Source: an optimization exercise on an open RTL-to-GDS flow (aim: small area and a short achievable clock period). Production flows keep margins and buffers that such runs may drop. RTL that was checked went through simulation tests only; none was proved equivalent to the original. The flow treats the clock pin as an ideal source, which a real chip does not have. Power is estimated from default activity; no workload was simulated.

Setup of job 103:
==> module cpu_trace_buffer, before the edit <==
module cpu_trace_buffer #(
    parameter int unsigned DEPTH     = 64,
    parameter int unsigned POST_TRIG = 32,
    parameter int unsigned AW        = $clog2(DEPTH)
) (
    input  logic          clk,
    input  logic          rst,
    input  logic          arm,
    input  logic          force_trig,
    input  logic          trig_en,
    input  logic [15:0]   trig_pc,
    input  logic          trace_valid,
    input  logic [15:0]   trace_pc,
    input  logic [7:0]    trace_ir,
    input  logic [15:0]   trace_sp,
    input  logic [3:0]    trace_flags,
    input  logic          rd_en,
    output logic          rd_valid,
    output logic [43:0]   rd_data,
    output logic [1:0]    state,
    output logic [AW:0]   entries,
    output logic          done
);
    localparam int unsigned ENTRY_W = $bits(rd_data);
    localparam int unsigned RD_LO   = (POST_TRIG >= 1) ? POST_TRIG - 1 : 0;
    localparam int unsigned PW      = (POST_TRIG > 1) ? $clog2(POST_TRIG) : 1;
    localparam logic [1:0] StIdle  = 2'd0;
    localparam logic [1:0] StArmed = 2'd1;
    localparam logic [1:0] StPost  = 2'd2;
    localparam logic [1:0] StDone  = 2'd3;
    logic [1:0]         state_q, state_d;
    logic               armed_q, armed_d;
    logic               post_st_q, post_st_d;
    logic               done_q, done_d;
    logic [AW:0]        entries_q, entries_d;
    logic               nonempty_q, nonempty_d;
    logic [PW-1:0]      post_q, post_d;
    logic [DEPTH-1:RD_LO] sel_q, sel_d;        
    logic               rd_valid_q;
    logic [ENTRY_W-1:0] rd_q, rd_next;
    logic [DEPTH*ENTRY_W-1:0] buf_q;
    logic               wr_fire, rd_fire, shift, trig_hit, full, grow, post_last, to_done;
    logic [ENTRY_W-1:0] wr_entry;
    assign wr_entry = {trace_pc, trace_ir, trace_sp, trace_flags};
    assign wr_fire   = !arm && (armed_q || post_st_q) && trace_valid;
    assign rd_fire   = !arm && done_q && rd_en && nonempty_q;
    assign shift     = wr_fire || rd_fire;
    assign trig_hit  = (trig_en && trace_valid && (trace_pc == trig_pc)) || force_trig;
    assign full      = entries_q[AW];
    assign grow      = wr_fire && !full;
    assign post_last = (post_q == PW'(POST_TRIG - 1));
    always_comb begin
        if (POST_TRIG == 0) begin
            to_done = armed_q && trig_hit;
        end else begin
            to_done = post_st_q && trace_valid && post_last;
        end
    end
    always_comb begin
        if (arm) begin
            armed_d   = 1'b1;
            post_st_d = 1'b0;
            done_d    = 1'b0;
        end else begin
            armed_d   = armed_q && !trig_hit;
            post_st_d = (POST_TRIG != 0) && ((armed_q && trig_hit) || (post_st_q && !to_done));
            done_d    = done_q || to_done;
        end
        state_d = {post_st_d || done_d, armed_d || done_d};
    end
    logic [AW:0] entries_inc, entries_dec;
    assign entries_inc = entries_q + (AW+1)'(1);
    assign entries_dec = entries_q - (AW+1)'(1);
    always_comb begin
        if (arm) begin
            entries_d  = '0;
            nonempty_d = 1'b0;
        end else if (grow) begin
            entries_d  = entries_inc;
            nonempty_d = 1'b1;
        end else if (rd_fire) begin
            entries_d  = entries_dec;
            nonempty_d = (entries_q != (AW+1)'(1));
        end else begin
            entries_d  = entries_q;
            nonempty_d = nonempty_q;
        end
    end
    always_comb begin
        post_d = post_q;
        if (arm) begin
            post_d = '0;
        end else if (post_st_q && trace_valid) begin
            post_d = post_q + PW'(1);
        end
    end
    always_comb begin
        sel_d = sel_q;
        if (arm) begin
            sel_d = '0;
        end else if (grow) begin
            for (int k = RD_LO; k < DEPTH; k++) begin
                if (k == RD_LO) begin
                    sel_d[k] = (entries_q == (AW+1)'(RD_LO));
                end else begin
                    sel_d[k] = sel_q[k-1];
                end
            end
        end
    end
    always_ff @(posedge clk or negedge rst) begin
        if (!rst) begin
            state_q    <= StIdle;
            armed_q    <= 1'b0;
            post_st_q  <= 1'b0;
            done_q     <= 1'b0;
            entries_q  <= '0;
            nonempty_q <= 1'b0;
            rd_valid_q <= 1'b0;
        end else begin
            state_q    <= state_d;
            armed_q    <= armed_d;
            post_st_q  <= post_st_d;
            done_q     <= done_d;
            entries_q  <= entries_d;
            nonempty_q <= nonempty_d;
            rd_valid_q <= rd_fire;
        end
    end
    always_ff @(posedge clk) begin
        post_q <= post_d;
        sel_q  <= sel_d;
        rd_q   <= rd_next;
    end
    always_ff @(posedge clk) begin
        if (shift) begin
            buf_q <= {buf_q[(DEPTH-1)*ENTRY_W-1:0], wr_entry};
        end
    end
    always_comb begin
        rd_next = '0;
        for (int k = RD_LO; k < DEPTH; k++) begin
            rd_next = rd_next | (buf_q[k*ENTRY_W +: ENTRY_W] & {ENTRY_W{sel_q[k]}});
        end
    end
    assign state    = state_q;
    assign done     = done_q;
    assign entries  = entries_q;
    assign rd_valid = rd_valid_q;
    assign rd_data  = rd_q;
endmodule
export LEC_CHECK = 0
export CAP_MARGIN = 20
export CORE_MARGIN = 2
export CORE_UTILIZATION = 65
export SETUP_SLACK_MARGIN = 1.7
export SLEW_MARGIN = 20
create_clock -name core_clock -period 4.0 [get_ports {clk}]
standard.sh (not shown) runs the stock make flow with config.mk's settings and CLKGATE_MAP_FILE= SYNTH_SCRIPT=/design/flow/synth_recipe.tcl, a recipe that flattens the netlist after the stock synthesis.
==> flow/flow/run.sh <==
#!/bin/bash
# Own layout flow: the standard ORFS flow (standard.sh, unchanged synthesis), with two
# changes to how the layout is made:
#  - the port buffers are plain sky130_fd_sc_hd__buf_2 cells (the default pick is a delay
#    cell that footprint-matched repair cannot swap out later);
#  - the clock tree uses sink clusters of 30 within 60 um and no dummy loads.
# make's full output goes to flow_make.log here; each ORFS step keeps its own log under
# orfs/logs/.
set -euo pipefail
cd "$(dirname "$0")/.."
bash standard.sh \
  'BUFFER_PORTS_ARGS=-buffer_cell sky130_fd_sc_hd__buf_2' \
  'CTS_ARGS=-sink_clustering_enable -repair_clock_nets -sink_clustering_size 30 -sink_clustering_max_diameter 60 -dont_use_dummy_load' \
  finish > flow_make.log 2>&1
Job 103 reached the final stage; the timing, DRC and antenna checks on its layout passed.
> inputs changed (job 103 -> job 102)
--- a/flow/design.v
+++ b/flow/design.v
@@ -24,4 +24,5 @@
     localparam int unsigned ENTRY_W = $bits(rd_data);
     localparam int unsigned RD_LO   = (POST_TRIG >= 1) ? POST_TRIG - 1 : 0;
+    localparam int unsigned MX_LO   = (RD_LO >= 1) ? RD_LO - 1 : 0;
     localparam int unsigned PW      = (POST_TRIG > 1) ? $clog2(POST_TRIG) : 1;
     localparam logic [1:0] StIdle  = 2'd0;
@@ -37,4 +38,7 @@
     logic [PW-1:0]      post_q, post_d;
     logic [DEPTH-1:RD_LO] sel_q, sel_d;        
+    logic [DEPTH-1:MX_LO] rd_sel;              
+    logic               shift_q;
+    logic [ENTRY_W-1:0] din_q;
     logic               rd_valid_q;
     logic [ENTRY_W-1:0] rd_q, rd_next;
@@ -129,17 +133,28 @@
     end
     always_ff @(posedge clk) begin
-        post_q <= post_d;
-        sel_q  <= sel_d;
-        rd_q   <= rd_next;
+        post_q  <= post_d;
+        sel_q   <= sel_d;
+        shift_q <= shift;
+        din_q   <= wr_entry;
+        rd_q    <= rd_next;
     end
     always_ff @(posedge clk) begin
-        if (shift) begin
-            buf_q <= {buf_q[(DEPTH-1)*ENTRY_W-1:0], wr_entry};
+        if (shift_q) begin
+            buf_q <= {buf_q[(DEPTH-1)*ENTRY_W-1:0], din_q};
+        end
+    end
+    always_ff @(posedge clk) begin
+        for (int k = MX_LO; k < DEPTH; k++) begin
+            if (shift) begin
+                rd_sel[k] <= (k + 1 < DEPTH) && (k + 1 >= RD_LO) && sel_d[(k + 1 < DEPTH) ? k + 1 : DEPTH - 1];
+            end else begin
+                rd_sel[k] <= (k >= RD_LO) && sel_d[(k >= RD_LO) ? k : RD_LO];
+            end
         end
     end
     always_comb begin
         rd_next = '0;
-        for (int k = RD_LO; k < DEPTH; k++) begin
-            rd_next = rd_next | (buf_q[k*ENTRY_W +: ENTRY_W] & {ENTRY_W{sel_q[k]}});
+        for (int k = MX_LO; k < DEPTH; k++) begin
+            rd_next = rd_next | (buf_q[k*ENTRY_W +: ENTRY_W] & {ENTRY_W{rd_sel[k]}});
         end
     end
## What came out
Against job 103, job 102 comes in 2.5% higher on die outline area.
met3 track demand over resource in global routing in job 102 is 0.64 points higher than in job 103
Job 103 -> job 102: internal portion of total power increased by a few percent
buf_q[1882] as the end of the critical path was reported by job 103, and entries[5] by job 102.
Job 103 ended up with in2reg as its type of the worst setup path; job 102 ended up with reg2out.
Diff job 103 -> job 102: async set-or-reset flop fraction in the synthesized netlist shows no meaningful change; wire length of the first global-routing pass shows an increase of 3.4 mm; area fraction in compound gates after synthesis shows an increase of 0.30 points; effective utilization at floorplan shows a reduction of 0.18 points; floorplan row count shows an increase of 2.
Going from job 103 to job 102, the biggest fanout along the worst timing path was found to have gone down by 118.
No functional check of the RTL was part of job 102.

========
run a:
Another version of the RTL of cpu_trace_buffer (not shown whole).
Size: roughly 96000 um2 of cells after synthesis.
==> module cpu_trace_buffer, before the edit <==
module cpu_trace_buffer #(
    parameter int unsigned DEPTH     = 64,
    parameter int unsigned POST_TRIG = 32,
    parameter int unsigned AW        = $clog2(DEPTH)
) (
    input  logic          clk,
    input  logic          rst,
    input  logic          arm,
    input  logic          force_trig,
    input  logic          trig_en,
    input  logic [15:0]   trig_pc,
    input  logic          trace_valid,
    input  logic [15:0]   trace_pc,
    input  logic [7:0]    trace_ir,
    input  logic [15:0]   trace_sp,
    input  logic [3:0]    trace_flags,
    input  logic          rd_en,
    output logic          rd_valid,
    output logic [43:0]   rd_data,
    output logic [1:0]    state,
    output logic [AW:0]   entries,
    output logic          done
);
    localparam int unsigned ENTRY_W = $bits(rd_data);
    localparam int unsigned RD_LO   = (POST_TRIG >= 1) ? POST_TRIG - 1 : 0;
    localparam int unsigned PW      = (POST_TRIG > 1) ? $clog2(POST_TRIG) : 1;
    localparam logic [1:0] StIdle  = 2'd0;
    localparam logic [1:0] StArmed = 2'd1;
    localparam logic [1:0] StPost  = 2'd2;
    localparam logic [1:0] StDone  = 2'd3;
    logic [1:0]         state_q, state_d;
    logic               armed_q, armed_d;
    logic               post_st_q, post_st_d;
    logic               done_q, done_d, fin_n_q;
    logic [AW:0]        entries_q, entries_d, entn_q, cnt;
    logic               nonempty_q, nonempty_d;
    logic               rdok_q;                 
    logic               cap_q, cap_d;           
    logic               capnf_q;                
    logic               capfull_q;              
    logic               at_lo_q, at_lo_d;       
    logic [PW-1:0]      post_q, post_d;
    logic [DEPTH-1:RD_LO] rd_sel, rd_sel_d;    
    logic               arm_q;                  
    logic               rd_valid_q;
    logic [ENTRY_W-1:0] rd_q, rd_next;
    logic [DEPTH*ENTRY_W-1:0] buf_q;
    logic               wr_fire, rd_fire, shift, trig_hit, full, grow, post_last, to_done;
    logic [ENTRY_W-1:0] wr_entry;
    assign wr_entry = {trace_pc, trace_ir, trace_sp, trace_flags};
    assign wr_fire   = !arm && cap_q && trace_valid;
    assign cnt       = ~entn_q;
    assign rd_fire   = !arm && rdok_q && rd_en;
    assign shift     = wr_fire || rd_fire;
    assign trig_hit  = (trig_en && trace_valid && (trace_pc == trig_pc)) || force_trig;
    assign full      = cnt[AW];
    assign grow      = !arm && capnf_q && trace_valid;
    assign post_last = (post_q == PW'(POST_TRIG - 1));
    always_comb begin
        if (POST_TRIG == 0) begin
            to_done = armed_q && trig_hit;
        end else begin
            to_done = post_st_q && trace_valid && post_last;
        end
    end
    always_comb begin
        if (arm) begin
            armed_d   = 1'b1;
            post_st_d = 1'b0;
            done_d    = 1'b0;
        end else begin
            armed_d   = armed_q && !trig_hit;
            post_st_d = (POST_TRIG != 0) && ((armed_q && trig_hit) || (post_st_q && !to_done));
            done_d    = !fin_n_q || to_done;
        end
        state_d = {post_st_d || done_d, armed_d || done_d};
        cap_d   = armed_d || post_st_d;
    end
    logic [AW:0] entries_inc, entries_dec;
    assign entries_inc = cnt + (AW+1)'(1);
    assign entries_dec = cnt - (AW+1)'(1);
    always_comb begin
        if (arm) begin
            at_lo_d = 1'b0;
        end else if (grow) begin
            at_lo_d = (cnt == (AW+1)'(RD_LO - 1));
        end else if (rd_fire) begin
            at_lo_d = (cnt == (AW+1)'(RD_LO + 1));
        end else begin
            at_lo_d = (cnt == (AW+1)'(RD_LO));
        end
    end
    always_comb begin
        if (arm) begin
            entries_d  = '0;
            nonempty_d = 1'b0;
        end else if (grow) begin
            entries_d  = entries_inc;
            nonempty_d = 1'b1;
        end else if (rd_fire) begin
            entries_d  = entries_dec;
            nonempty_d = (cnt != (AW+1)'(1));
        end else begin
            entries_d  = cnt;
            nonempty_d = nonempty_q;
        end
    end
    always_comb begin
        post_d = post_q;
        if (arm_q) begin
            post_d = '0;
        end else if (post_st_q && trace_valid) begin
            post_d = post_q + PW'(1);
        end
    end
    always_comb begin
        rd_sel_d = rd_sel;
        if (arm_q) begin
            rd_sel_d = '0;
        end else if (capnf_q && trace_valid) begin
            for (int k = RD_LO; k < DEPTH; k++) begin
                if (k == RD_LO) begin
                    rd_sel_d[k] = at_lo_q;
                end else begin
                    rd_sel_d[k] = rd_sel[k-1];
                end
            end
        end
    end
    always_ff @(posedge clk or negedge rst) begin
        if (!rst) begin
            state_q    <= StIdle;
            armed_q    <= 1'b0;
            post_st_q  <= 1'b0;
            done_q     <= 1'b0;
            fin_n_q    <= 1'b1;
            entries_q  <= '0;
            entn_q     <= '1;
            nonempty_q <= 1'b0;
            rdok_q     <= 1'b0;
            cap_q      <= 1'b0;
            capnf_q    <= 1'b0;
            capfull_q  <= 1'b0;
            at_lo_q    <= 1'b0;
            rd_valid_q <= 1'b0;
        end else begin
            state_q    <= state_d;
            armed_q    <= armed_d;
            post_st_q  <= post_st_d;
            done_q     <= done_d;
            fin_n_q    <= !done_d;
            entries_q  <= entries_d;
            entn_q     <= ~entries_d;
            nonempty_q <= nonempty_d;
            rdok_q     <= done_d && nonempty_d;
            cap_q      <= cap_d;
            capnf_q    <= cap_d && !entries_d[AW];
            capfull_q  <= cap_d && entries_d[AW];
            at_lo_q    <= at_lo_d;
            rd_valid_q <= rd_fire;
        end
    end
    always_ff @(posedge clk) begin
        post_q  <= post_d;
        rd_sel    <= rd_sel_d;
        arm_q     <= arm;
        rd_q    <= rd_next;
    end
    always_ff @(posedge clk) begin
        if (shift) begin
            buf_q <= {buf_q[(DEPTH-1)*ENTRY_W-1:0], wr_entry};
        end
    end
    always_comb begin
        rd_next = '0;
        for (int k = RD_LO; k < DEPTH; k++) begin
            rd_next = rd_next | (buf_q[k*ENTRY_W +: ENTRY_W] & {ENTRY_W{rd_sel[k]}});
        end
    end
    assign state    = state_q;
    assign done     = done_q;
    assign entries  = entries_q;
    assign rd_valid = rd_valid_q;
    assign rd_data  = rd_q;
endmodule
clock: 4.0 ns
lec_check: 0
cap_margin: 20
core_margin: 2
core_utilization: 65
setup_slack_margin: 1.9
slew_margin: 20
==> flow/flow/run.sh <==
#!/bin/bash
# Own layout flow: the standard ORFS flow (standard.sh, unchanged synthesis), with these
# changes to how the layout is made:
#  - the port buffers are plain sky130_fd_sc_hd__buf_2 cells (the default pick is a delay
#    cell that footprint-matched repair cannot swap out later);
#  - after repair_design, fanout_tree.tcl replaces the buffering of the storage enable net
#    (about 2800 DE pins) with a two-level grid tree;
#  - the clock tree uses sink clusters of 30 within 60 um and no dummy loads;
#  - after CTS, split_root.tcl gives the clock port four root buffers instead of one (each
#    drives the level-1 buffers on its side), so the balanced tree has a shorter delay.
# make's full output goes to flow_make.log here; each ORFS step keeps its own log under
# orfs/logs/ (the hooks print to 3_4_place_resized.log and 4_1_cts.log).
set -euo pipefail
cd "$(dirname "$0")/.."
bash standard.sh \
  'BUFFER_PORTS_ARGS=-buffer_cell sky130_fd_sc_hd__buf_2' \
  "POST_RESIZE_TCL=$PWD/flow/fanout_tree.tcl" \
  'CTS_ARGS=-sink_clustering_enable -repair_clock_nets -sink_clustering_size 30 -sink_clustering_max_diameter 60 -dont_use_dummy_load' \
  "POST_CTS_TCL=$PWD/flow/split_root.tcl" \
  finish > flow_make.log 2>&1
Other scripts of this flow, unchanged in this note and not shown: flow/flow/fanout_tree.tcl, flow/flow/split_root.tcl
Input changes introduced in run b (baseline for comparison: run a):
diff --git a/flow/design.v b/flow/design.v
--- a/flow/design.v
+++ b/flow/design.v
@@ -48,13 +48,13 @@
     logic               wr_fire, rd_fire, shift, trig_hit, full, grow, post_last, to_done;
     logic [ENTRY_W-1:0] wr_entry;
     assign wr_entry = {trace_pc, trace_ir, trace_sp, trace_flags};
     assign wr_fire   = !arm && cap_q && trace_valid;
     assign cnt       = ~entn_q;
     assign rd_fire   = !arm && rdok_q && rd_en;
-    assign shift     = wr_fire || rd_fire;
+    assign shift     = (cap_q && trace_valid) || (rdok_q && rd_en);
     assign trig_hit  = (trig_en && trace_valid && (trace_pc == trig_pc)) || force_trig;
     assign full      = cnt[AW];
     assign grow      = !arm && capnf_q && trace_valid;
     assign post_last = (post_q == PW'(POST_TRIG - 1));
     always_comb begin
         if (POST_TRIG == 0) begin
@@ -76,37 +76,35 @@
         state_d = {post_st_d || done_d, armed_d || done_d};
         cap_d   = armed_d || post_st_d;
     end
     logic [AW:0] entries_inc, entries_dec;
     assign entries_inc = cnt + (AW+1)'(1);
     assign entries_dec = cnt - (AW+1)'(1);
+    logic cap_in, rd_in;
+    logic [AW:0] ent_n;
+    logic        nonempty_n, at_lo_n, full_d;
+    assign cap_in = capnf_q && trace_valid;
+    assign rd_in  = rdok_q && rd_en;
     always_comb begin
-        if (arm) begin
-            at_lo_d = 1'b0;
-        end else if (grow) begin
-            at_lo_d = (cnt == (AW+1)'(RD_LO - 1));
-        end else if (rd_fire) begin
-            at_lo_d = (cnt == (AW+1)'(RD_LO + 1));
+        if (cap_in) begin
+            ent_n      = entries_inc;
+            nonempty_n = 1'b1;
+            at_lo_n    = (cnt == (AW+1)'(RD_LO - 1));
+        end else if (rd_in) begin
+            ent_n      = entries_dec;
+            nonempty_n = (cnt != (AW+1)'(1));
+            at_lo_n    = (cnt == (AW+1)'(RD_LO + 1));
         end else begin
-            at_lo_d = (cnt == (AW+1)'(RD_LO));
+            ent_n      = cnt;
+            nonempty_n = nonempty_q;
+            at_lo_n    = (cnt == (AW+1)'(RD_LO));
         end
-    end
-    always_comb begin
-        if (arm) begin
-            entries_d  = '0;
-            nonempty_d = 1'b0;
-        end else if (grow) begin
-            entries_d  = entries_inc;
-            nonempty_d = 1'b1;
-        end else if (rd_fire) begin
-            entries_d  = entries_dec;
-            nonempty_d = (cnt != (AW+1)'(1));
-        end else begin
-            entries_d  = cnt;
-            nonempty_d = nonempty_q;
-        end
+        full_d     = !arm && !rd_in && (full || (cap_in && cnt == (AW+1)'(DEPTH - 1)));
+        entries_d  = arm ? '0 : ent_n;
+        nonempty_d = !arm && nonempty_n;
+        at_lo_d    = !arm && at_lo_n;
     end
     always_comb begin
         post_d = post_q;
         if (arm_q) begin
             post_d = '0;
         end else if (post_st_q && trace_valid) begin
@@ -151,14 +149,14 @@
             fin_n_q    <= !done_d;
             entries_q  <= entries_d;
             entn_q     <= ~entries_d;
             nonempty_q <= nonempty_d;
             rdok_q     <= done_d && nonempty_d;
             cap_q      <= cap_d;
-            capnf_q    <= cap_d && !entries_d[AW];
-            capfull_q  <= cap_d && entries_d[AW];
+            capnf_q    <= cap_d && !full_d;
+            capfull_q  <= cap_d && full_d;
             at_lo_q    <= at_lo_d;
             rd_valid_q <= rd_fire;
         end
     end
     always_ff @(posedge clk) begin
         post_q  <= post_d;
Notes after the runs:
Critical path startpoint: trace_valid -> run a, rd_q[30] -> run b
Delta (run b minus run a): time the worst path needs with I/O delays and setup fell 0.024 ns; delay of the slowest cell on the worst path picked up an extra 0.17 ns; power picked up an extra 1.3 mW; proportion of power drawn by combinational gates picked up an extra 0.3 points; wire length shows a reduction of 800 um.
Run a and run b all finish clean.

[re-timing with driven ports]
How much do the figures lean on ideal ports? The routed layouts below were timed once more, with nothing changed but the port constraints.
Step 1 (the two cells are an assumption about what drives the block):
set clk [get_ports {clk}]
set_driving_cell -lib_cell sky130_fd_sc_hd__clkbuf_16 $clk
set_driving_cell -lib_cell sky130_fd_sc_hd__buf_2 [delete_from_list [all_inputs] $clk]
Step 2 adds t to the input delays and takes it off the output delays; t is the mean of the earliest and latest rising clock arrival at the registers after step 1. Input paths then give back, and output paths get back, about the clock's delay inside the block.
Three values: no drivers, after step 1, after step 2; two values: the first two.
run | shift t [ns] | slack for setup (ns) | clock arrival spread, ns | worst register clock-pin slew, ns
job 103 | 0.855 | 1.568 / 1.596 / 0.779 | 0.072 / 0.072 | 0.11 / 0.11
job 102 | 0.857 | 1.765 / 1.683 / 1.406 | 0.068 / 0.069 | 0.11 / 0.11
run a | 0.698 | 2.041 / 1.946 / 1.463 | 0.087 / 0.087 | 0.11 / 0.11
run b | 0.686 | 2.065 / 1.925 / 1.654 | 0.087 / 0.087 | 0.11 / 0.11
After both steps every run listed still meets setup and hold. The setup slack of job 103, which loses most, moves by +0.028 ns with the drivers and by -0.789 ns with both steps.
